Background: an optimization exercise with open tools, aiming at small area. Do not read the settings as production practice.
In this exercise RTL edits were held to simulation tests only and were not proved equivalent to the original.
Power is estimated from default activity; no workload was simulated.

==> job 5961: inputs <==
==> flow/design.v <==
`default_nettype none
package us_pkg;
	localparam int BF_DATA_WIDTH      = 70;   
	localparam int BF_BIT_COUNT_WIDTH = 8;    
	localparam int ACQ_CNT_WIDTH      = 20;   
endpackage
`default_nettype wire
`timescale 1ns/1ps
`default_nettype none
module us_frontend_top (
	input  logic                                 clk,
	input  logic                                 rst_n,
	input  logic                                 bf_spi_start,           
	input  logic                                 bf_tx_en,               
	input  logic [us_pkg::BF_DATA_WIDTH-1:0]      data_in,
	input  logic [us_pkg::BF_BIT_COUNT_WIDTH-1:0] num_of_bit,
	input  logic [us_pkg::ACQ_CNT_WIDTH-1:0]      adc_start_length,
	input  logic [us_pkg::ACQ_CNT_WIDTH-1:0]      adc_init_delay,
	input  logic [us_pkg::ACQ_CNT_WIDTH-1:0]      adc_samples_per_echo,
	input  logic                                 spi_sdi,
	output logic                                 spi_cs_n,
	output logic                                 spi_sck,
	output logic                                 spi_sdo,
	output logic                                 bf_spi_done,
	output logic [us_pkg::BF_DATA_WIDTH-1:0]      rd_data,
	output logic                                 bf_tx_en_pin,           
	output logic                                 fifo_en,                
	output logic                                 fsm_done
);
	localparam int DW = us_pkg::BF_DATA_WIDTH;
	localparam int CW = us_pkg::ACQ_CNT_WIDTH;
	typedef enum logic [1:0] {
		sp_idle = 2'b00,
		sp_dly  = 2'b01,    
		sp_frm  = 2'b11,    
		sp_post = 2'b10     
	} sp_state_t;
	sp_state_t     sp_st;
	logic          sp_d;         
	logic [1:0]    q;            
	logic [6:0]    b;            
	logic [DW-1:0] rx_sr;        
	logic          sp_start;
	logic          wrap;
	logic          b_zero;
	logic          rx_shift;
	logic [DW:0]   tx_ext;       
	assign sp_start = bf_spi_start & ~sp_d & (sp_st == sp_idle);
	assign wrap     = (q == 2'd3);
	assign b_zero   = (b == '0);
	assign rx_shift = (sp_st == sp_frm) & (q == 2'd1) & ~b_zero;
	assign tx_ext   = {data_in, data_in[0]};
	always_ff @(posedge clk or negedge rst_n) begin
		if (!rst_n) begin
			sp_st <= sp_idle;
			sp_d  <= 1'b0;
		end else begin
			sp_d <= bf_spi_start;
			case (sp_st)
				sp_idle: if (sp_start)           sp_st <= sp_dly;
				sp_dly:  if (wrap && b_zero)     sp_st <= sp_frm;
				sp_frm:  if (q == 2'd1 && b_zero) sp_st <= sp_post;
				default: if (wrap)               sp_st <= sp_idle;
			endcase
		end
	end
	always_ff @(posedge clk) begin
		q <= sp_start ? 2'd1 : q + 2'd1;
		if (sp_start)
			b <= 7'd2;
		else if (wrap)
			b <= (sp_st == sp_dly && b_zero) ? num_of_bit[6:0] : b - 7'd1;
		if (sp_st == sp_dly)
			rx_sr <= '0;
		else if (rx_shift)
			rx_sr <= {rx_sr[DW-2:0], spi_sdi};
	end
	assign spi_cs_n    = ~(sp_st == sp_frm);
	assign spi_sck     = (sp_st == sp_frm) & q[1];
	assign spi_sdo     = (sp_st == sp_frm) & tx_ext[b];
	assign bf_spi_done = (sp_st == sp_post) & wrap;
	assign rd_data     = rx_sr;
	logic [2:0]    ac_st;
	logic          ac_d;         
	logic [CW-1:0] c;            
	logic [CW-1:0] c_load;
	logic          c_one;
	logic          ac_adv;
	logic          ac_idle;
	assign c_one   = (c == CW'(1));
	assign ac_idle = ~ac_st[2] & ~ac_st[0];
	always_comb begin
		if (ac_idle)
			ac_adv = bf_tx_en & ~ac_d;
		else if (ac_st[2] & ~ac_st[1])           
			ac_adv = 1'b1;
		else
			ac_adv = c_one;
		if (~ac_st[0])                           
			c_load = CW'(11);
		else if (~ac_st[1])                      
			c_load = adc_start_length;
		else if (~ac_st[2])                      
			c_load = adc_init_delay;
		else                                     
			c_load = adc_samples_per_echo;
	end
	always_ff @(posedge clk or negedge rst_n) begin
		if (!rst_n) begin
			ac_st <= 3'b000;
			ac_d  <= 1'b0;
		end else begin
			ac_d <= bf_tx_en;
			if (ac_adv)
				ac_st <= {ac_st[1:0], ~ac_st[2]};
		end
	end
	always_ff @(posedge clk) begin
		c <= ac_adv ? c_load : c - CW'(1);
	end
	assign bf_tx_en_pin = ac_st[1] & ~ac_st[2];
	assign fifo_en      = ac_st[1] & ~ac_st[0];
	assign fsm_done     = ac_st[2] & ~ac_st[1];
endmodule
`default_nettype wire
==> flow/flow/run.sh <==
#!/bin/bash
# Standard layout, with the smallest buffer on every port.
set -euo pipefail
bash standard.sh BUFFER_PORTS_ARGS="-buffer_cell sky130_fd_sc_hd__buf_1" finish > standard.log 2>&1
==> flow/standard.sh <==
#!/bin/bash
# synth_recipe.tcl (not shown) runs the flow's synth.tcl, then flattens the netlist and writes it again
# the make line also repeats each setting of config.mk as NAME=value (left out here)
make -C /OpenROAD-flow-scripts/flow DESIGN_CONFIG=/design/flow/config.mk WORK_HOME=/design/flow/orfs CLKGATE_MAP_FILE= SYNTH_SCRIPT=/design/flow/synth_recipe.tcl "${@:-finish}"
==> flow/config.mk <==
export PLATFORM = sky130hd
export DESIGN_NAME = us_frontend_top
export DESIGN_NICKNAME = us_frontend_top
export VERILOG_FILES = /design/flow/design.v
export SDC_FILE = /design/flow/constraint.sdc
export NUM_CORES = 4
export LEC_CHECK = 0
export CAP_MARGIN = 20
export CORE_MARGIN = 2
export CORE_UTILIZATION = 40
export CTS_BUF_LIST = sky130_fd_sc_hd__clkbuf_8
export SLEW_MARGIN = 20
==> flow/constraint.sdc <==
create_clock -name core_clock -period 5.0 [get_ports {clk}]
set_input_delay 1.0000 -clock core_clock [delete_from_list [all_inputs] [get_ports {clk}]]
set_output_delay 1.0000 -clock core_clock [all_outputs]
set_load 0.01 [all_outputs]
==> job 9035: changes against job 5961 <==
==> flow/design.v, changed modules only <==
module us_frontend_top (
	input  logic                                 clk,
	input  logic                                 rst_n,
	input  logic                                 bf_spi_start,           
	input  logic                                 bf_tx_en,               
	input  logic [us_pkg::BF_DATA_WIDTH-1:0]      data_in,
	input  logic [us_pkg::BF_BIT_COUNT_WIDTH-1:0] num_of_bit,
	input  logic [us_pkg::ACQ_CNT_WIDTH-1:0]      adc_start_length,
	input  logic [us_pkg::ACQ_CNT_WIDTH-1:0]      adc_init_delay,
	input  logic [us_pkg::ACQ_CNT_WIDTH-1:0]      adc_samples_per_echo,
	input  logic                                 spi_sdi,
	output logic                                 spi_cs_n,
	output logic                                 spi_sck,
	output logic                                 spi_sdo,
	output logic                                 bf_spi_done,
	output logic [us_pkg::BF_DATA_WIDTH-1:0]      rd_data,
	output logic                                 bf_tx_en_pin,           
	output logic                                 fifo_en,                
	output logic                                 fsm_done
);
	localparam int DW = us_pkg::BF_DATA_WIDTH;
	localparam int CW = us_pkg::ACQ_CNT_WIDTH;
	logic [1:0]    sp_st;
	logic          sp_d;         
	logic [8:0]    sc;
	logic [DW-1:0] rx_sr;        
	logic [6:0]    b;
	logic [1:0]    r;
	logic          sp_idle, sp_dly, sp_frm, sp_post;
	logic          sp_start, b_zero, r_two, r_zero, sp_step, sp_adv;
	logic          rx_shift, rx_hold;
	logic [DW:0]   tx_ext;       
	logic [71:0]   tx_pad;
	logic [7:0]    b_lo;         
	logic [8:0]    b_hi;         
	logic [8:0]    tx_grp;       
	assign b        = sc[8:2];
	assign r        = sc[1:0];
	assign sp_idle  = ~sp_st[1] & ~sp_st[0];
	assign sp_dly   = ~sp_st[1] &  sp_st[0];
	assign sp_frm   =  sp_st[1] &  sp_st[0];
	assign sp_post  =  sp_st[1] & ~sp_st[0];
	assign sp_start = sp_idle & bf_spi_start & ~sp_d;
	assign b_zero   = ~|b;
	assign r_two    = r[1] & ~r[0];
	assign r_zero   = ~r[1] & ~r[0];
	assign sp_step  = b_zero & r_two;
	assign sp_adv   = sp_start | (sp_st[0] & sp_step) | (sp_post & r_zero);
	assign rx_shift = sp_frm & r_two & ~b_zero;
	assign rx_hold  = ~rx_shift & ~sp_dly;
	assign tx_ext   = {data_in, data_in[0]};
	assign tx_pad   = {1'b0, tx_ext};
	for (genvar k = 0; k < 8; k++) begin : g_lo
		assign b_lo[k] = (b[2:0] == 3'(k));
	end
	for (genvar j = 0; j < 9; j++) begin : g_hi
		assign b_hi[j]   = sp_frm & (b[6:3] == 4'(j));
		assign tx_grp[j] = |(b_lo & tx_pad[8*j +: 8]);
	end
	always_ff @(posedge clk or negedge rst_n) begin
		if (!rst_n) begin
			sp_st <= 2'b00;
			sp_d  <= 1'b0;
		end else begin
			sp_d <= bf_spi_start;
			if (sp_adv)
				sp_st <= {sp_st[0], ~sp_st[1]};
		end
	end
	always_ff @(posedge clk) begin
		if (sp_start)
			sc <= {7'd3, 2'd0};
		else if (sp_dly && sp_step)
			sc <= {num_of_bit[6:0], 2'd3};
		else
			sc <= sc - 9'd1;
		rx_sr <= ({DW{rx_shift}} & {rx_sr[DW-2:0], spi_sdi}) | ({DW{rx_hold}} & rx_sr);
	end
	assign spi_cs_n    = ~sp_frm;
	assign spi_sck     = sp_frm & ~r[1];
	assign spi_sdo     = |(b_hi & tx_grp);
	assign bf_spi_done = sp_post & r_zero;
	assign rd_data     = rx_sr;
	logic [2:0]    ac_st;
	logic          ac_d;         
	logic [CW-1:0] cn;           
	logic [CW:0]   cn_ones;      
	logic [CW-1:0] cn_inc;
	logic          c_one;
	logic          ac_adv, ld_k, ld_1, ld_2, ld_3, cnt;
	assign cn_ones[0] = 1'b1;
	for (genvar i = 0; i < CW; i++) begin : g_inc
		assign cn_ones[i+1] = cn_ones[i] & cn[i];
		assign cn_inc[i]    = cn[i] ^ cn_ones[i];
	end
	assign c_one = ~cn[0] & &cn[CW-1:1];
	assign ac_adv = (~ac_st[2] & ~ac_st[0] & bf_tx_en & ~ac_d)    
	              | (ac_st[2] & ~ac_st[1])                         
	              | ((ac_st[0] | ac_st[1]) & ~(ac_st[2] & ~ac_st[1]) & c_one);
	assign ld_k = ac_adv & ~ac_st[0];                 
	assign ld_1 = ac_adv &  ac_st[0] & ~ac_st[1];     
	assign ld_2 = ac_adv &  ac_st[1] & ~ac_st[2];     
	assign ld_3 = ac_adv &  ac_st[2] &  ac_st[0];     
	assign cnt  = ~ac_adv;
	always_ff @(posedge clk or negedge rst_n) begin
		if (!rst_n) begin
			ac_st <= 3'b000;
			ac_d  <= 1'b0;
		end else begin
			ac_d <= bf_tx_en;
			if (ac_adv)
				ac_st <= {ac_st[1:0], ~ac_st[2]};
		end
	end
	always_ff @(posedge clk) begin
		cn <= ~(({CW{ld_1}} & adc_start_length)
		      | ({CW{ld_2}} & adc_init_delay)
		      | ({CW{ld_3}} & adc_samples_per_echo)
		      | ({CW{ld_k}} & CW'(11))
		      | ({CW{cnt}} & ~cn_inc));
	end
	assign bf_tx_en_pin = ac_st[1] & ~ac_st[2];
	assign fifo_en      = ac_st[1] & ~ac_st[0];
	assign fsm_done     = ac_st[2] & ~ac_st[1];
endmodule
==> flow/flow/run.sh (replaced) <==
#!/bin/bash
# Standard layout with two changes:
#  - synthesis maps the logic with flow/abc_area.script (area-oriented
#    ABC mapping) instead of ORFS's speed script; everything else in the
#    synthesis, including the register mapping and names, is the standard one
#  - the smallest buffer (buf_1) on every port
set -euo pipefail
W=$(pwd)
sed 's|^  log_cmd abc {\*}\$abc_args$|  set abc_args [lreplace $abc_args 1 1 '"$W"'/flow/abc_area.script]\n  log_cmd abc {*}$abc_args|' \
	"$FLOW_HOME/scripts/synth.tcl" > "$W/synth_area.tcl"
grep -q "flow/abc_area.script" "$W/synth_area.tcl"
sed 's|source \$::env(SCRIPTS_DIR)/synth.tcl|source '"$W"'/synth_area.tcl|' "$W/synth_recipe.tcl" > "$W/area_synth.tcl"
grep -q "synth_area.tcl" "$W/area_synth.tcl"
bash standard.sh SYNTH_SCRIPT="$W/area_synth.tcl" \
	BUFFER_PORTS_ARGS="-buffer_cell sky130_fd_sc_hd__buf_1" CTS_ARGS="-buf_list sky130_fd_sc_hd__clkbuf_8 -root_buf sky130_fd_sc_hd__clkbuf_8 -sink_clustering_enable -sink_clustering_size 30 -sink_clustering_max_diameter 200 -repair_clock_nets" finish > standard.log 2>&1
==> flow/flow/abc_area.script (new file) <==
&get -n
&st
&dch
&nf -R 1000 -p -C 32
&put
==> job 9641: changes against job 5961 <==
==> flow/run.sh (new file) <==
#!/bin/bash
# synth_recipe.tcl (not shown) runs the flow's synth.tcl, then flattens the netlist and writes it again
# the make line also repeats each setting of config.mk as NAME=value (left out here)
make -C /OpenROAD-flow-scripts/flow DESIGN_CONFIG=/design/flow/config.mk WORK_HOME=/design/flow/orfs CLKGATE_MAP_FILE= SYNTH_SCRIPT=/design/flow/synth_recipe.tcl finish
--- a/flow/config.mk
+++ b/flow/config.mk
@@ -9,4 +9,3 @@
 export CORE_MARGIN = 2
 export CORE_UTILIZATION = 40
-export CTS_BUF_LIST = sky130_fd_sc_hd__clkbuf_8
 export SLEW_MARGIN = 20
removed: flow/flow/run.sh
removed: flow/standard.sh
==> notes.md <==
Status:
- The flow ran to the end and the layout has no timing, DRC or antenna violations.

Routing:
- After detailed routing, the average wire length per cell comes to around 13 µm.

Min path:
- The worst hold path begins at q[0]$_SDFF_PP1_.

Layout:
- The dominant kind of cell is multi-input combinational cells.

Global route:
- The wire length of the first global-routing pass is 21.3 mm.

Worst setup path:
- The largest single stage delay on the critical path is approximately 670 ps.

Pwr:
- The leakage dissipation is 0.00214 µW.

Clock tree:
- Clock tree synthesis selected as its root buffer the cell clkbuf_8.
# the run above: job 5961

==> notes.md <==
Min path:
- The critical hold path startpoint is q[0]$_SDFF_PP1_.

Status:
- The run finished with no timing, DRC or antenna violations.

Global route:
- The wire length of the first global-routing pass is between 20 and 25 mm.

Pwr:
- For this design the static power due to leakage is around 0.0027 µW.
# the run above: job 9641

==> notes.md <==
Pwr:
- The leakage dissipation is just under 0.002 µW.

Status:
- The run finished with no timing, DRC or antenna violations.

Worst setup path:
- The stage delay of the slowest cell on the critical path is 340 ps.

Clock tree:
- The tree is rooted in a clkbuf_8.

Layout:
- Leaving out fill and tap cells, the most frequent cells in the layout are buf_1, dfxtp_1, a22o_1.

Placed design:
- Once detailed placement completed, the half-perimeter wirelength came to just over 9 mm.

Min path:
- In this run the most critical hold path is launched from rx_sr[69]$_DFF_P_.
# the run above: job 9035

port drivers added, routing unchanged:
In the flow no input, the clock included, has a driving cell. The finished layouts below were timed again as built, in two steps.
Step 1 assumes that a clkbuf_16 drives the clock port and a buf_2 every other input.
Step 2, shift: input delay + t, output delay - t, t = (earliest + latest rising clock arrival at the registers) / 2. This alone moves slack from input paths to output paths.
Slacks: no drivers / after step 1 / after step 2; pairs: no drivers / after step 1.
| run | shift t [ns] | slack for setup (ns) | latest minus earliest clock arrival (ns) | worst register clock-pin slew, ns | cell pins on the clock port's net |
|---|---|---|---|---|---|
| job 5961 | 0.395 | 1.274 / 1.243 / 1.571 | 0.011 / 0.011 | 0.11 / 0.11 | 1 |
| job 9035 | 0.386 | 0.869 / 0.869 / 0.869 | 0.014 / 0.013 | 0.10 / 0.10 | 1 |
| job 9641 | 0.372 | 0.845 / 0.810 / 0.870 | 0.010 / 0.010 | 0.08 / 0.08 | 1 |
After both steps setup and hold are still met in every run listed.
